This is an optimization exercise on Yosys and OpenROAD, whose aim is small area, a short achievable clock period and few clock cycles, not a production implementation. In this exercise RTL edits were held to simulation tests only and were not proved equivalent to the original. No activity file was given, so power comes from the tool's default toggle rates.

==> flow/design.v <==
`default_nettype none
package vrt_pkg;
    localparam int CRD_W    = 16;
    localparam int IDX_W    = 8;
    localparam int T_W      = 32;
    localparam int VS_W     = 5;
    localparam int NUM_AXES = 3;
    localparam logic [T_W-1:0] T_SAT = '1;
    typedef enum logic [1:0] {
        ST_IDLE,
        ST_DIV_LOAD,
        ST_DIV_WAIT,
        ST_EMIT
    } vrt_state_t;
    typedef enum logic [1:0] {
        OP_IDX_S,
        OP_IDX_E,
        OP_TNEXT,
        OP_TSTEP
    } div_op_t;
    typedef struct packed {
        logic       capture;
        logic       div_start;
        logic       div_store;
        logic       emit;
        div_op_t    op;
        logic [1:0] axis;
    } vrt_cmd_t;
    typedef struct packed {
        logic                div_done;
        logic [NUM_AXES-1:0] flat;
        logic                last_now;
    } vrt_status_t;
endpackage
`default_nettype wire
`default_nettype none
module vrt_divider #(
    parameter int NW = 38,
    parameter int DW = 16,
    parameter int IW = 6
) (
    input  wire logic          clk,
    input  wire logic          rst_n,
    input  wire logic          load,
    input  wire logic [NW-1:0] num,
    input  wire logic [DW-1:0] den,
    input  wire logic [IW-1:0] iters,
    output logic               done,
    output logic [NW-1:0]      quo,
    output logic [DW-1:0]      rem
);
    logic [NW-1:0] num_reg;
    logic [DW-1:0] den_reg;
    logic [DW-1:0] rem_reg;
    logic [NW-1:0] quo_reg;
    logic [IW-1:0] cnt_reg;
    logic          run_reg;
    logic          done_reg;
    logic [DW:0]   trial;
    logic          ge;
    logic [DW:0]   diff;
    always_comb
    begin
        trial = {rem_reg, num_reg[NW-1]};
        ge    = trial >= {1'b0, den_reg};
        diff  = trial - {1'b0, den_reg};
    end
    always_ff @(posedge clk or negedge rst_n)
    begin
        if (!rst_n)
        begin
            run_reg  <= 1'b0;
            done_reg <= 1'b0;
            cnt_reg  <= '0;
        end
        else
        begin
            done_reg <= 1'b0;
            if (load)
            begin
                run_reg <= 1'b1;
                cnt_reg <= iters;
            end
            else if (run_reg)
            begin
                cnt_reg <= cnt_reg - 1'b1;
                if (cnt_reg == IW'(1))
                begin
                    run_reg  <= 1'b0;
                    done_reg <= 1'b1;
                end
            end
        end
    end
    always_ff @(posedge clk)
    begin
        if (load)
        begin
            num_reg <= num;
            den_reg <= den;
            rem_reg <= '0;
            quo_reg <= '0;
        end
        else if (run_reg)
        begin
            num_reg <= {num_reg[NW-2:0], 1'b0};
            rem_reg <= ge ? diff[DW-1:0] : trial[DW-1:0];
            quo_reg <= {quo_reg[NW-2:0], ge};
        end
    end
    assign done = done_reg;
    assign quo  = quo_reg;
    assign rem  = rem_reg;
endmodule
`default_nettype wire
`default_nettype none
import vrt_pkg::*;
module vrt_ctrl (
    input  wire logic                 clk,
    input  wire logic                 rst_n,
    input  wire logic                 start,
    output logic                      busy,
    output vrt_pkg::vrt_cmd_t         cmd,
    input  wire vrt_pkg::vrt_status_t status
);
    vrt_pkg::vrt_state_t state_reg;
    vrt_pkg::vrt_state_t state_next;
    vrt_pkg::div_op_t    op_reg;
    vrt_pkg::div_op_t    op_next;
    logic [1:0] axis_reg, axis_next;
    always_ff @(posedge clk or negedge rst_n)
    begin
        if (!rst_n)
        begin
            state_reg <= ST_IDLE;
            op_reg    <= OP_IDX_S;
            axis_reg  <= 2'd0;
        end
        else
        begin
            state_reg <= state_next;
            op_reg    <= op_next;
            axis_reg  <= axis_next;
        end
    end
    always_comb
    begin
        state_next    = state_reg;
        op_next       = op_reg;
        axis_next     = axis_reg;
        cmd.capture   = 1'b0;
        cmd.div_start = 1'b0;
        cmd.div_store = 1'b0;
        cmd.emit      = 1'b0;
        cmd.op        = op_reg;
        cmd.axis      = axis_reg;
        busy          = 1'b1;
        unique case (state_reg)
            ST_IDLE:
            begin
                busy = 1'b0;
                if (start)
                begin
                    cmd.capture = 1'b1;
                    op_next     = OP_IDX_S;
                    axis_next   = 2'd0;
                    state_next  = ST_DIV_LOAD;
                end
            end
            ST_DIV_LOAD:
            begin
                cmd.div_start = 1'b1;
                state_next    = ST_DIV_WAIT;
            end
            ST_DIV_WAIT:
            begin
                if (status.div_done)
                begin
                    cmd.div_store = 1'b1;
                    state_next    = ST_DIV_LOAD;
                    unique case (op_reg)
                        OP_IDX_S: op_next = OP_IDX_E;
                        OP_TNEXT: op_next = OP_TSTEP;
                        default:
                        begin
                            if (op_reg == OP_IDX_E && !status.flat[axis_reg])
                                op_next = OP_TNEXT;
                            else
                            begin
                                op_next = OP_IDX_S;
                                if (axis_reg == 2'd2)
                                    state_next = ST_EMIT;
                                else
                                    axis_next = axis_reg + 1'b1;
                            end
                        end
                    endcase
                end
            end
            default:
            begin
                cmd.emit = 1'b1;
                if (status.last_now)
                    state_next = ST_IDLE;
            end
        endcase
    end
endmodule
`default_nettype wire
`default_nettype none
import vrt_pkg::*;
module vrt_datapath #(
    parameter int MAX_RUN         = 64,
    parameter int COORD_FRAC_BITS = 8,
    parameter int T_FRAC_BITS     = 24
) (
    input  wire logic                        clk,
    input  wire logic                        rst_n,
    input  wire vrt_pkg::vrt_cmd_t           cmd,
    output vrt_pkg::vrt_status_t             status,
    input  wire logic                        voxel_size_we,
    input  wire logic [vrt_pkg::VS_W-1:0]    voxel_size,
    input  wire logic [vrt_pkg::CRD_W-1:0]   start_x,
    input  wire logic [vrt_pkg::CRD_W-1:0]   start_y,
    input  wire logic [vrt_pkg::CRD_W-1:0]   start_z,
    input  wire logic [vrt_pkg::CRD_W-1:0]   end_x,
    input  wire logic [vrt_pkg::CRD_W-1:0]   end_y,
    input  wire logic [vrt_pkg::CRD_W-1:0]   end_z,
    output logic                             voxel_valid,
    output logic [vrt_pkg::IDX_W-1:0]        voxel_x,
    output logic [vrt_pkg::IDX_W-1:0]        voxel_y,
    output logic [vrt_pkg::IDX_W-1:0]        voxel_z,
    output logic                             last_voxel_flag,
    output logic                             truncated
);
    localparam int CW     = VS_W + COORD_FRAC_BITS;
    localparam int NW_RAW = CW + 1 + T_FRAC_BITS;
    localparam int NW     = (NW_RAW > CRD_W) ? NW_RAW : CRD_W;
    localparam int DW     = (CW > CRD_W) ? CW : CRD_W;
    localparam int IW     = $clog2(NW + 1);
    localparam int QW     = (NW > T_W) ? NW : T_W + 1;
    localparam int CNT_W  = $clog2(MAX_RUN + 1);
    logic [VS_W-1:0]  vs_reg;
    logic [CRD_W-1:0] s_reg [NUM_AXES];
    logic [CRD_W-1:0] e_reg [NUM_AXES];
    logic [IDX_W-1:0] cur_reg   [NUM_AXES];
    logic [IDX_W-1:0] endv_reg  [NUM_AXES];
    logic [T_W-1:0]   tnext_reg [NUM_AXES];
    logic [T_W-1:0]   tstep_reg [NUM_AXES];
    logic [CW-1:0]    rems_reg  [NUM_AXES];
    logic [NUM_AXES-1:0] neg_reg;
    logic [CNT_W-1:0] count_reg;
    logic             first_reg;
    logic             valid_reg;
    logic [IDX_W-1:0] vx_reg, vy_reg, vz_reg;
    logic             last_reg, trunc_reg;
    logic [VS_W-1:0]  vs_eff;
    logic [CW-1:0]    cell_len;
    logic [CRD_W-1:0] s_sel, e_sel, absd;
    logic [CW:0]      near_num;
    logic [NW-1:0]    div_num;
    logic [DW-1:0]    div_den;
    logic [IW-1:0]    div_iters;
    logic             div_done;
    logic [NW-1:0]    div_quo;
    logic [DW-1:0]    div_rem;
    logic [QW-1:0]    q_ext;
    logic [T_W-1:0]   q_sat;
    logic [NUM_AXES-1:0] pre_ax;
    logic [NUM_AXES-1:0] flat;
    logic                pre;
    logic                at_end;
    logic                last_now;
    logic [1:0]          ax;
    logic [T_W:0]        tsum;
    logic [T_W-1:0]      tadd;
    always_comb
    begin
        vs_eff   = (vs_reg == '0) ? VS_W'(1) : vs_reg;
        cell_len = CW'(vs_eff) << COORD_FRAC_BITS;
        s_sel    = s_reg[cmd.axis];
        e_sel    = e_reg[cmd.axis];
        absd     = (e_sel > s_sel) ? e_sel - s_sel : s_sel - e_sel;
        near_num = neg_reg[cmd.axis] ? {1'b0, cell_len} + {1'b0, rems_reg[cmd.axis]}
                                     : {1'b0, cell_len} - {1'b0, rems_reg[cmd.axis]};
        unique case (cmd.op)
            OP_IDX_S:
            begin
                div_num   = NW'(s_sel) << (NW - CRD_W);
                div_den   = DW'(cell_len);
                div_iters = IW'(CRD_W);
            end
            OP_IDX_E:
            begin
                div_num   = NW'(e_sel) << (NW - CRD_W);
                div_den   = DW'(cell_len);
                div_iters = IW'(CRD_W);
            end
            OP_TNEXT:
            begin
                div_num   = NW'(near_num) << T_FRAC_BITS;
                div_den   = DW'(absd);
                div_iters = IW'(NW);
            end
            default:
            begin
                div_num   = NW'(cell_len) << T_FRAC_BITS;
                div_den   = DW'(absd);
                div_iters = IW'(NW);
            end
        endcase
    end
    vrt_divider #(
        .NW (NW),
        .DW (DW),
        .IW (IW)
    ) u_div (
        .clk   (clk),
        .rst_n (rst_n),
        .load  (cmd.div_start),
        .num   (div_num),
        .den   (div_den),
        .iters (div_iters),
        .done  (div_done),
        .quo   (div_quo),
        .rem   (div_rem)
    );
    always_comb
    begin
        q_ext = QW'(div_quo);
        q_sat = (|q_ext[QW-1:T_W]) ? T_SAT : q_ext[T_W-1:0];
    end
    always_comb
    begin
        for (int a = 0; a < NUM_AXES; a++)
        begin
            pre_ax[a] = neg_reg[a] && (cur_reg[a] != endv_reg[a]);
            flat[a]   = (s_reg[a] == e_reg[a]);
        end
        pre    = |pre_ax;
        at_end = (cur_reg[0] == endv_reg[0]) && (cur_reg[1] == endv_reg[1]) &&
                 (cur_reg[2] == endv_reg[2]);
        last_now = at_end || (count_reg == CNT_W'(MAX_RUN - 1));
        if (tnext_reg[0] < tnext_reg[1])
            ax = (tnext_reg[0] < tnext_reg[2]) ? 2'd0 : 2'd2;
        else
            ax = (tnext_reg[1] < tnext_reg[2]) ? 2'd1 : 2'd2;
        tsum = {1'b0, tnext_reg[ax]} + {1'b0, tstep_reg[ax]};
        tadd = tsum[T_W] ? T_SAT : tsum[T_W-1:0];
    end
    always_ff @(posedge clk or negedge rst_n)
    begin
        if (!rst_n)
            vs_reg <= VS_W'(1);
        else if (voxel_size_we)
            vs_reg <= voxel_size;
    end
    always_ff @(posedge clk or negedge rst_n)
    begin
        if (!rst_n)
        begin
            count_reg <= '0;
            first_reg <= 1'b0;
            valid_reg <= 1'b0;
        end
        else
        begin
            valid_reg <= cmd.emit;
            if (cmd.capture)
            begin
                count_reg <= '0;
                first_reg <= 1'b1;
            end
            else if (cmd.emit)
            begin
                count_reg <= count_reg + 1'b1;
                first_reg <= 1'b0;
            end
        end
    end
    always_ff @(posedge clk)
    begin
        if (cmd.capture)
        begin
            s_reg[0] <= start_x;
            s_reg[1] <= start_y;
            s_reg[2] <= start_z;
            e_reg[0] <= end_x;
            e_reg[1] <= end_y;
            e_reg[2] <= end_z;
        end
        if (cmd.div_store)
        begin
            case (cmd.op)
                OP_IDX_S:
                begin
                    cur_reg[cmd.axis]  <= div_quo[IDX_W-1:0];
                    rems_reg[cmd.axis] <= div_rem[CW-1:0];
                end
                OP_IDX_E:
                begin
                    endv_reg[cmd.axis] <= div_quo[IDX_W-1:0];
                    neg_reg[cmd.axis]  <= e_sel < s_sel;
                    if (flat[cmd.axis])
                    begin
                        tnext_reg[cmd.axis] <= T_SAT;
                        tstep_reg[cmd.axis] <= T_SAT;
                    end
                end
                OP_TNEXT: tnext_reg[cmd.axis] <= q_sat;
                default:  tstep_reg[cmd.axis] <= q_sat;
            endcase
        end
        if (cmd.emit)
        begin
            vx_reg    <= cur_reg[0];
            vy_reg    <= cur_reg[1];
            vz_reg    <= cur_reg[2];
            last_reg  <= last_now;
            trunc_reg <= last_now && !at_end;
            if (first_reg && pre)
            begin
                for (int a = 0; a < NUM_AXES; a++)
                    if (pre_ax[a])
                        cur_reg[a] <= cur_reg[a] - 1'b1;
            end
            else
            begin
                cur_reg[ax]   <= neg_reg[ax] ? cur_reg[ax] - 1'b1 : cur_reg[ax] + 1'b1;
                tnext_reg[ax] <= tadd;
            end
        end
    end
    always_comb
    begin
        status.div_done = div_done;
        status.flat     = flat;
        status.last_now = last_now;
    end
    assign voxel_valid     = valid_reg;
    assign voxel_x         = vx_reg;
    assign voxel_y         = vy_reg;
    assign voxel_z         = vz_reg;
    assign last_voxel_flag = last_reg;
    assign truncated       = trunc_reg;
endmodule
`default_nettype wire
`default_nettype none
import vrt_pkg::*;
module voxel_ray_traversal_unit #(
    parameter int MAX_RUN         = 64,
    parameter int COORD_FRAC_BITS = 8,
    parameter int T_FRAC_BITS     = 24
) (
    input  wire logic                      clk,
    input  wire logic                      rst_n,
    input  wire logic                      start,
    output logic                           busy,
    input  wire logic                      voxel_size_we,
    input  wire logic [vrt_pkg::VS_W-1:0]  voxel_size,
    input  wire logic [vrt_pkg::CRD_W-1:0] start_x,
    input  wire logic [vrt_pkg::CRD_W-1:0] start_y,
    input  wire logic [vrt_pkg::CRD_W-1:0] start_z,
    input  wire logic [vrt_pkg::CRD_W-1:0] end_x,
    input  wire logic [vrt_pkg::CRD_W-1:0] end_y,
    input  wire logic [vrt_pkg::CRD_W-1:0] end_z,
    output logic                           voxel_valid,
    output logic [vrt_pkg::IDX_W-1:0]      voxel_x,
    output logic [vrt_pkg::IDX_W-1:0]      voxel_y,
    output logic [vrt_pkg::IDX_W-1:0]      voxel_z,
    output logic                           last_voxel_flag,
    output logic                           truncated
);
    vrt_pkg::vrt_cmd_t    cmd;
    vrt_pkg::vrt_status_t status;
    vrt_ctrl u_ctrl (
        .clk    (clk),
        .rst_n  (rst_n),
        .start  (start),
        .busy   (busy),
        .cmd    (cmd),
        .status (status)
    );
    vrt_datapath #(
        .MAX_RUN         (MAX_RUN),
        .COORD_FRAC_BITS (COORD_FRAC_BITS),
        .T_FRAC_BITS     (T_FRAC_BITS)
    ) u_dp (
        .clk             (clk),
        .rst_n           (rst_n),
        .cmd             (cmd),
        .status          (status),
        .voxel_size_we   (voxel_size_we),
        .voxel_size      (voxel_size),
        .start_x         (start_x),
        .start_y         (start_y),
        .start_z         (start_z),
        .end_x           (end_x),
        .end_y           (end_y),
        .end_z           (end_z),
        .voxel_valid     (voxel_valid),
        .voxel_x         (voxel_x),
        .voxel_y         (voxel_y),
        .voxel_z         (voxel_z),
        .last_voxel_flag (last_voxel_flag),
        .truncated       (truncated)
    );
endmodule
`default_nettype wire
==> flow/run.sh <==
#!/bin/bash
# synth_recipe.tcl (not shown) runs the flow's synth.tcl, then flattens the netlist and writes it again
# the make line also repeats each setting of config.mk as NAME=value (left out here)
make -C /OpenROAD-flow-scripts/flow DESIGN_CONFIG=/design/flow/config.mk WORK_HOME=/design/flow/orfs CLKGATE_MAP_FILE= SYNTH_SCRIPT=/design/flow/synth_recipe.tcl finish
==> flow/config.mk <==
export PLATFORM = sky130hd
export DESIGN_NAME = voxel_ray_traversal_unit
export DESIGN_NICKNAME = voxel_ray_traversal_unit
export VERILOG_FILES = /design/flow/design.v
export SDC_FILE = /design/flow/constraint.sdc
export NUM_CORES = 4
export LEC_CHECK = 0
export CAP_MARGIN = 20
export CORE_MARGIN = 2
export CORE_UTILIZATION = 40
export SLEW_MARGIN = 20
==> flow/constraint.sdc <==
create_clock -name core_clock -period 8.0 [get_ports {clk}]
set_input_delay 1.6000 -clock core_clock [delete_from_list [all_inputs] [get_ports {clk}]]
set_output_delay 1.6000 -clock core_clock [all_outputs]
set_load 0.01 [all_outputs]
==> qor.yml <==
timing:
  timing.hold.ws_ns: 0.4955
  fmax_mhz: 146.2
  slew_headroom_pct: 27.75
  rsz_0062_raised_after_global_routing: "no"
  worst_clock_skew_ns: 0.02654
  max_slew.worst_pin.slew_ns: 1.084
  timing_max_transition_violations_final: 0
  post-route-period-util_pct: 85.51
  finalHoldViolCount: 0
  finalWorstSetupSlack_ns: 1.159
  fin_setup_tns_ns: 0
  finalSetupViolations: 0
  fin_crit_ns: 6.841
power:
  total_power_mw: 6.150
  clock_network_fraction_of_total_power_pct: 42.3
  total_internal_power_mw: 4.726
  static_power_due_to_leakage_nw: 13.25
  ir_worst_vdd_mv: 0.1949
  comb_power_share_pct: 7.2
  power.density_cell_area_nw_per_um2: 187.0
  seq_power_share_pct: 50.5
  sw_frac_of_total_pct: 23.16
  p_switching_mw: 1.424
routing:
  drt_first_iter_violations: 1673
  final_antenna_net_count: 0
  route.top_layer_used: "met4"
  wire_per_inst_um: 20.66
  detail_route.wirelength.met1_um: 33950
  drt_wl_total_um: 77180
  detail_route.drc_violations: 0
  total_number_of_vias: 20380
  route.detailed.vias_per_inst: 5.456
  routed-wl-met3_um: 3812
  detailedRoute.firstPassIterationCount: 6
  dr_wl_met2_um: 37800
floorplan:
  dieWidth_um: 271.7
  start_util_pct: 40.22
  die-height_um: 271.7
  std_cell_rows: 98
  die_area_um2: 73800
  coreArea_um2: 71240
  design.portCount: 133
critical_path:
  worstPathBufferInverterCount: 3
  crit_path_end_kind: "flip-flop"
  critical_path.slowest_cell: "sky130_fd_sc_hd__or4_4"
  worst-endpoint-arrival_ns: 7.19
  startpoint_type: "flip-flop"
  worst_path_largest_cell_delay_ns: 0.49
  critical_path_type: "flip-flop to flip-flop"
  r2r_setup_slack_ns: 1.16
  kind_of_cell_adding_the_most_delay_to_the_critical_path: "compound AO/OA/AOI/OAI gates"
  data_required_critical_path_ns: 8.35
  crit_fanout: 31
  cp_cell_sequence: "inv_1 -> ha_1 -> a21o_1 -> a221o_1 -> a211oi_1 -> o21ai_1 -> a31o_2 -> nor3_2 -> buf_4 -> buf_4 -> mux2i_1 -> a21oi_1 -> ha_1 -> or3_1 -> nor2_1 -> o21ai_0 -> nand4_1 -> o211ai_2 -> a21oi_1 -> a211oi_1 -> or4_4 -> o21a_2 -> o32a_1"
grt:
  number_of_global_route_vias_before_repair: 20550
  wire_length_of_the_first_global_routing_pass_um: 119200
  track_usage_pct: 20.63
  antenna_violations_before_repair: 3
  largest_net_degree_at_the_start_of_global_routing: 98
  overflow: 0
synth:
  ys_ff_latch: 518
  synth.lib_cells_used.distinct: 83
  synth_cells: 2619
  synth_largest_area_cell: "sky130_fd_sc_hd__edfxtp_1"
  syn-num-nets: 2929
  synth_sequential_area_ratio_pct: 51.91
  synth-main-ff-cell: "sky130_fd_sc_hd__edfxtp_1"
  synth_area_um2: 28660
  synth.yosys.warnings: 5
  synth.top_cell.area_share_pct: 45.69
  synthArstFlopShare_pct: 5.405
  netlist_top_cells_area: "sky130_fd_sc_hd__edfxtp_1 46%, sky130_fd_sc_hd__ha_1 8.7%, sky130_fd_sc_hd__mux2i_1 4.8%"
  average_instance_area_after_synthesis_um2: 10.94
  post_synth_edffs: 436
final_layout:
  fillCellCount: 6544
  most_frequent_standard_cell_in_the_layout_excluding_fill_and_tap_cells: "sky130_fd_sc_hd__edfxtp_1"
  post_layout_nonfiller_instances: 3735
  final_nets: 3044
  final_cell_mix: "436 x sky130_fd_sc_hd__edfxtp_1, 267 x sky130_fd_sc_hd__nor2_1, 236 x sky130_fd_sc_hd__a21oi_1"
  layout-drive-gt1-share_pct: 7.692
  areaGrowthSynthToFinish_pct: 14.77
cts:
  clk_latency_ns: 0.63
  number_of_buffers_created_by_cts: 57
  ctsHtreeMaxLevel: 2
  clk_pin_slew_worst_paths_ns: 0.06
  cts_resized: 0
  clock-root-buffer: "sky130_fd_sc_hd__clkbuf_16"
  cts_sinks: 518
  cts-root-to-sink-buffers: 3
  postCtsSetupBuffers: 0
  post_cts_hold_fix_bufs: 0
  cts_tree: "yes"
placement:
  dp_hpwl_um: 54910
  numPortBuffers: 132
  finalWeightedCongestion: 0.9164
  detailedPlace.worstSlack_ns: 1.157
  placed_cells: 3625
worst_hold_path:
  min-delay-path-class: "flip-flop to flip-flop"
run:
  maxCapViolCount: 0
run_status:
  run_status: "no timing/DRC/antenna violations"
power groups by stage:
stage | clock [mW] | combinational [mW] | sequential [mW]
after floorplan | 0 | 0.311 | 3.11
after global placement | 0 | 0.431 | 3.15
after detailed placement | 0 | 0.441 | 3.16
after CTS | 2.65 | 0.445 | 3.10
after global routing | 2.76 | 0.501 | 3.11
final | 2.60 | 0.445 | 3.10
per-stage QoR:
stage / util, % / area, um^2
2_1_floorplan: - / 28660
3_3_place_gp: 43.55 / 31030
3_5_place_dp: 43.55 / 31030
4_1_cts: 46.15 / 32880
5_1_grt: 46.16 / 32890
6_report: 46.16 / 32890
layout make-up:
type | count | area [um^2] | area share, %
Sequential cell | 518 | 14880 | 45.24
Multi-Input combinational cell | 1819 | 12740 | 38.74
Clock buffer | 81 | 1588 | 4.828
Timing Repair Buffer | 166 | 1575 | 4.790
Tap cell | 950 | 1189 | 3.614
Inverter | 172 | 646.9 | 1.967
Clock inverter | 26 | 262.8 | 0.7989
Antenna cell | 3 | 7.507 | 0.02283
layer usage:
layer	global-route usage, %	up-vias
met3	2.565	105
met2	35.83	514
met5	0	-
met4	5.523	0
li1	-	9832
met1	27.13	9928
synthesized netlist by cell type (11+ instances only):
cell type,n
sky130_fd_sc_hd__and3_1,12
sky130_fd_sc_hd__clkbuf_1,84
sky130_fd_sc_hd__nand3_1,33
sky130_fd_sc_hd__o21ai_0,98
sky130_fd_sc_hd__xor2_1,67
sky130_fd_sc_hd__o22a_1,28
sky130_fd_sc_hd__inv_1,167
sky130_fd_sc_hd__a21oi_1,236
sky130_fd_sc_hd__a21o_1,54
sky130_fd_sc_hd__nor2_1,270
sky130_fd_sc_hd__nor4_1,19
sky130_fd_sc_hd__mux2_2,19
sky130_fd_sc_hd__a211oi_1,20
sky130_fd_sc_hd__nand2b_1,11
sky130_fd_sc_hd__dfrtp_1,27
sky130_fd_sc_hd__or3_1,12
sky130_fd_sc_hd__edfxtp_1,436
sky130_fd_sc_hd__a31oi_1,30
sky130_fd_sc_hd__mux2i_1,136
sky130_fd_sc_hd__and2_1,14
sky130_fd_sc_hd__ha_1,199
sky130_fd_sc_hd__o211ai_1,12
sky130_fd_sc_hd__a22oi_1,33
sky130_fd_sc_hd__nand4_1,37
sky130_fd_sc_hd__nor3_1,29
sky130_fd_sc_hd__buf_2,14
sky130_fd_sc_hd__or2_2,40
sky130_fd_sc_hd__dfxtp_1,54
sky130_fd_sc_hd__nor2b_1,21
sky130_fd_sc_hd__o21a_1,18
sky130_fd_sc_hd__nand2_1,154
sky130_fd_sc_hd__xnor2_1,84
cell families (layout without fill, tap and decap cells):
logic type	after synthesis	in the layout	synth area share (%)
buffers and inverters	282	445	3.786
DFF	518	518	51.91
other	0	3	0
muxes	157	157	5.654
xor gates and xnor gates	151	151	4.615
adders and majority gates	205	205	9.108
and+or+nand+nor	666	666	10.66
AOI/OAI and AO/OA	640	640	14.26
path summary, 6_finish.rpt:
check / start / end / cells after the start
max: u_dp.tnext_reg[1][10] / u_dp.tnext_reg[2][27] / 23
min: u_dp.count_reg[5] / u_dp.count_reg[5] / 1
max reg2reg: u_dp.tnext_reg[1][10] / u_dp.tnext_reg[2][27] / 23
min reg2reg: u_dp.count_reg[5] / u_dp.count_reg[5] / 1
max in group asynchronous: rst_n / u_dp.u_div.run_reg / 1
min in group asynchronous: rst_n / u_dp.valid_reg / 1
worst reg2reg max path, cell delays in order, from the launching register on:
cell and delay (ns):
sky130_fd_sc_hd__edfxtp_1 0.38, sky130_fd_sc_hd__inv_1 0.06, sky130_fd_sc_hd__ha_1 0.30, sky130_fd_sc_hd__a21o_1 0.16, sky130_fd_sc_hd__a221o_1 0.34, sky130_fd_sc_hd__a211oi_1 0.28, sky130_fd_sc_hd__o21ai_1 0.19, sky130_fd_sc_hd__a31o_2 0.33
sky130_fd_sc_hd__nor3_2 0.25, sky130_fd_sc_hd__buf_4 0.30, sky130_fd_sc_hd__buf_4 0.49, sky130_fd_sc_hd__mux2i_1 0.27, sky130_fd_sc_hd__a21oi_1 0.10, sky130_fd_sc_hd__ha_1 0.24, sky130_fd_sc_hd__or3_1 0.41, sky130_fd_sc_hd__nor2_1 0.10
sky130_fd_sc_hd__o21ai_0 0.18, sky130_fd_sc_hd__nand4_1 0.16, sky130_fd_sc_hd__o211ai_2 0.21, sky130_fd_sc_hd__a21oi_1 0.30, sky130_fd_sc_hd__a211oi_1 0.12, sky130_fd_sc_hd__or4_4 0.49, sky130_fd_sc_hd__o21a_2 0.41, sky130_fd_sc_hd__o32a_1 0.49
Testbench counts, summed over its fixed seeds: cycles 118,708.

-- static timing again, ports no longer ideal --
In the flow no input, the clock included, has a driving cell. The finished layout below was timed again as built, in two steps.
Step 1 (the two cells are an assumption about what drives the block):
set clk [get_ports {clk}]
set_driving_cell -lib_cell sky130_fd_sc_hd__clkbuf_16 $clk
set_driving_cell -lib_cell sky130_fd_sc_hd__buf_2 [delete_from_list [all_inputs] $clk]
Step 2 times the ports against the registers' clock, not the clock port: input delays grow and output delays shrink by t, the midpoint of the rising clock arrivals with the driver on.
Three values: ideal ports, drivers, drivers and shift; two values: the first two.
t, ns: 0.675
setup slack, ns: 1.159 / 1.159 / 1.159
hold slack, ns: 0.495 / 0.495 / 0.495
clock arrival spread, ns: 0.027 / 0.026
slew at the worst register clock pin (ns): 0.06 / 0.06
After both steps setup and hold are still met in this run. The setup slack of this run moves by 0.000 ns with the drivers and by 0.000 ns with both steps.
